Source: an optimization exercise on an open RTL-to-GDS flow (aim: small area and a short achievable clock period). Production flows keep margins and buffers that such runs may drop. Function was checked by simulation only, so behaviour that the tests miss may differ from the original. Power is estimated from default activity; no workload was simulated.

run 1:
==> flow/design.v (excerpt) <==
module jt1942_objpxl_buf
#(
    parameter int            AW     = jt1942_obj_pkg::OBJ_AW,
    parameter int            DW     = jt1942_obj_pkg::OBJ_DW,
    parameter logic [DW-1:0] TRANSP = jt1942_obj_pkg::OBJ_TRANSP
) (
    input  logic          clk,
    input  logic          rst,
    input  logic          cen6,
    input  logic          flip,
    input  logic [8:0]    H,
    input  logic          HINIT,
    input  logic          LHBL,
    input  logic [8:0]    posx,
    input  logic [DW-1:0] new_pxl,
    output logic          busy,
    output logic [DW-1:0] obj_pxl
);
Size in the first run: about 4300 cells after synthesis, roughly 2100 flip-flops, ~33 I/O pins, roughly 0.077 mm^2 of cells after synthesis.
==> flow/config.mk <==
export PLATFORM = sky130hd
export DESIGN_NAME = jt1942_objpxl_buf
export DESIGN_NICKNAME = jt1942_objpxl_buf
export VERILOG_FILES = /design/flow/design.v
export SDC_FILE = /design/flow/constraint.sdc
export NUM_CORES = 4
export LEC_CHECK = 0
export CAP_MARGIN = 20
export CELL_PAD_IN_SITES_DETAIL_PLACEMENT = 1
export CELL_PAD_IN_SITES_GLOBAL_PLACEMENT = 1
export CORE_MARGIN = 2
export CORE_UTILIZATION = 60
export CTS_BUF_LIST = sky130_fd_sc_hd__clkbuf_4 sky130_fd_sc_hd__clkbuf_8
export CTS_CLUSTER_DIAMETER = 80
export CTS_CLUSTER_SIZE = 14
export PLACE_DENSITY = 0.68
export SETUP_SLACK_MARGIN = 2.6
export SLEW_MARGIN = 20
export SYNTH_HIERARCHICAL = 1
export SYNTH_MINIMUM_KEEP_SIZE = 0
export TNS_END_PERCENT = 10
==> flow/constraint.sdc <==
create_clock -name core_clock -period 5.5 [get_ports {clk}]
set_input_delay 1.1000 -clock core_clock [delete_from_list [all_inputs] [get_ports {clk}]]
set_output_delay 1.1000 -clock core_clock [all_outputs]
set_load 0.01 [all_outputs]
run.sh (not shown) runs the stock make flow with config.mk's settings and CLKGATE_MAP_FILE= SYNTH_SCRIPT=/design/flow/synth_recipe.tcl, a recipe that flattens the netlist after the stock synthesis.
### run 1 -> run 2
- swapping 2.6 for 2.0 in SETUP_SLACK_MARGIN
Findings:
- When run 2 is measured against run 1, its placed wire-length estimate after detailed placement turns out 0.93% higher.
- Re share of final-layout standard cells stronger than drive strength 1: run 1 was higher than run 2.
- Sort run 2 and run 1 by worst max-slew margin expressed relative to the limit desc -> top: run 2
- Compared with run 1, in run 2 final area fell by 3.6%; cell area after placement stayed essentially flat.
For run 3, these inputs were changed with respect to run 2:
- changing CELL_PAD_IN_SITES_GLOBAL_PLACEMENT from 1 to 2
- changing CTS_CLUSTER_SIZE from 14 to 16
- removing CTS_CLUSTER_DIAMETER (formerly 80)
Findings:
Lower count of clock-buffer cells in the layout among run 3 and run 2: run 2
Compared with run 2, run 3 shows a higher wire length of the first global-routing pass.
Changes observed in run 3 relative to run 2: total via count after detailed routing +2413; non-filler instance count after layout +385; critical path depth +4; clock period minus worst slack +0.049 ns.
Summary: with run 2 as the reference, number of vias per cell in run 3 moved down slightly.
Total power: run 3 above run 2
Run 3: no failed stages, no open violations at the end
Maximum number of pins on one net before global-route repair delta (run 3 -> run 2): insignificant
Here is what was changed in the inputs of run 4 compared with run 3.
- CTS_CLUSTER_DIAMETER now 80, previously not set
- CTS_CLUSTER_SIZE now 14, was 16
### Flow results
- Run comparison: run 4 critical path's slowest cell sky130_fd_sc_hd__nor2_1; run 3 critical path's slowest cell sky130_fd_sc_hd__a222oi_1
- Run 4 against run 3: register-to-register setup slack up 0.08 ns; number of cells on the critical path down 5; final cell count without fillers down 306; count of filler cells inserted in the layout flat.
- Taking run 3 as the reference, in run 4 area of all placed cells without fillers saw a decrease; fraction of the mapped netlist area in compound gates saw little to no change; final worst setup slack saw an increase; clock power saw a decrease.
- Run 4 vs. run 3: post-layout total power has decreased, number of vias in the routed layout shows a reduction of 1.8%.

* * *

jt1942_objpxl_buf, a different RTL version from the one above (not shown whole).
Size: about 2100 flip-flops, roughly 0.078 mm² of cells after synthesis.
Settings: LEC_CHECK=0, CAP_MARGIN=20, CELL_PAD_IN_SITES_DETAIL_PLACEMENT=1, CELL_PAD_IN_SITES_GLOBAL_PLACEMENT=2, CORE_MARGIN=2, CORE_UTILIZATION=50, CTS_BUF_LIST=sky130_fd_sc_hd__clkbuf_4 sky130_fd_sc_hd__clkbuf_8, CTS_CLUSTER_SIZE=16, PLACE_DENSITY=0.6, SETUP_SLACK_MARGIN=1.5, SLEW_MARGIN=20, SYNTH_HIERARCHICAL=1, SYNTH_MINIMUM_KEEP_SIZE=0, TNS_END_PERCENT=10; clock period 5.5 ns.
The baseline produced a clean layout.
Edit:
--- a/flow/config.mk
+++ b/flow/config.mk
@@ -13,2 +12,0 @@
-export CTS_BUF_LIST = sky130_fd_sc_hd__clkbuf_4 sky130_fd_sc_hd__clkbuf_8
-export CTS_CLUSTER_SIZE = 16
@@ -16 +14 @@
-export SETUP_SLACK_MARGIN = 1.5
+export SETUP_SLACK_MARGIN = 2.0
=>
- The new run completed without violations
- global-route usage went up by 0.91 points
- critical path depth increases by 5
- area after synthesis stays the same
- via count came out higher by 2.4%

re-timing with driven ports:
In the flow no input, the clock included, has a driving cell. The finished layouts below were timed again as built, in two steps. Step 1 (the two cells are an assumption about what drives the block):
set clk [get_ports {clk}]
set_driving_cell -lib_cell sky130_fd_sc_hd__clkbuf_16 $clk
set_driving_cell -lib_cell sky130_fd_sc_hd__buf_2 [delete_from_list [all_inputs] $clk]
Step 2, shift: input delay + t, output delay - t, t = (earliest + latest rising clock arrival at the registers) / 2. This alone moves slack from input paths to output paths. Slacks: ideal / step 1 / step 2; pairs: ideal / step 1.
| run | t (ns) | setup WS [ns] | cell pins on the clock port's net |
|---|---|---|---|
| run 1 | 1.006 | 1.690 / 1.737 / 0.732 | 1 |
| run 2 | 0.996 | 1.805 / 1.855 / 0.860 | 1 |
| run 3 | 1.060 | 1.756 / 1.715 / 0.654 | 1 |
| run 4 | 1.000 | 1.785 / 1.744 / 0.826 | 1 |
| the first run of note 2 | 1.058 | 1.387 / 1.327 / 0.270 | 1 |
| the second run of note 2 | 0.925 | 1.837 / 1.853 / 0.967 | 1 |
After both steps every run listed still meets setup and hold. For the first run of note 2, which loses most, drivers alone change the setup slack by -0.060 ns; drivers and shift together by -1.117 ns.
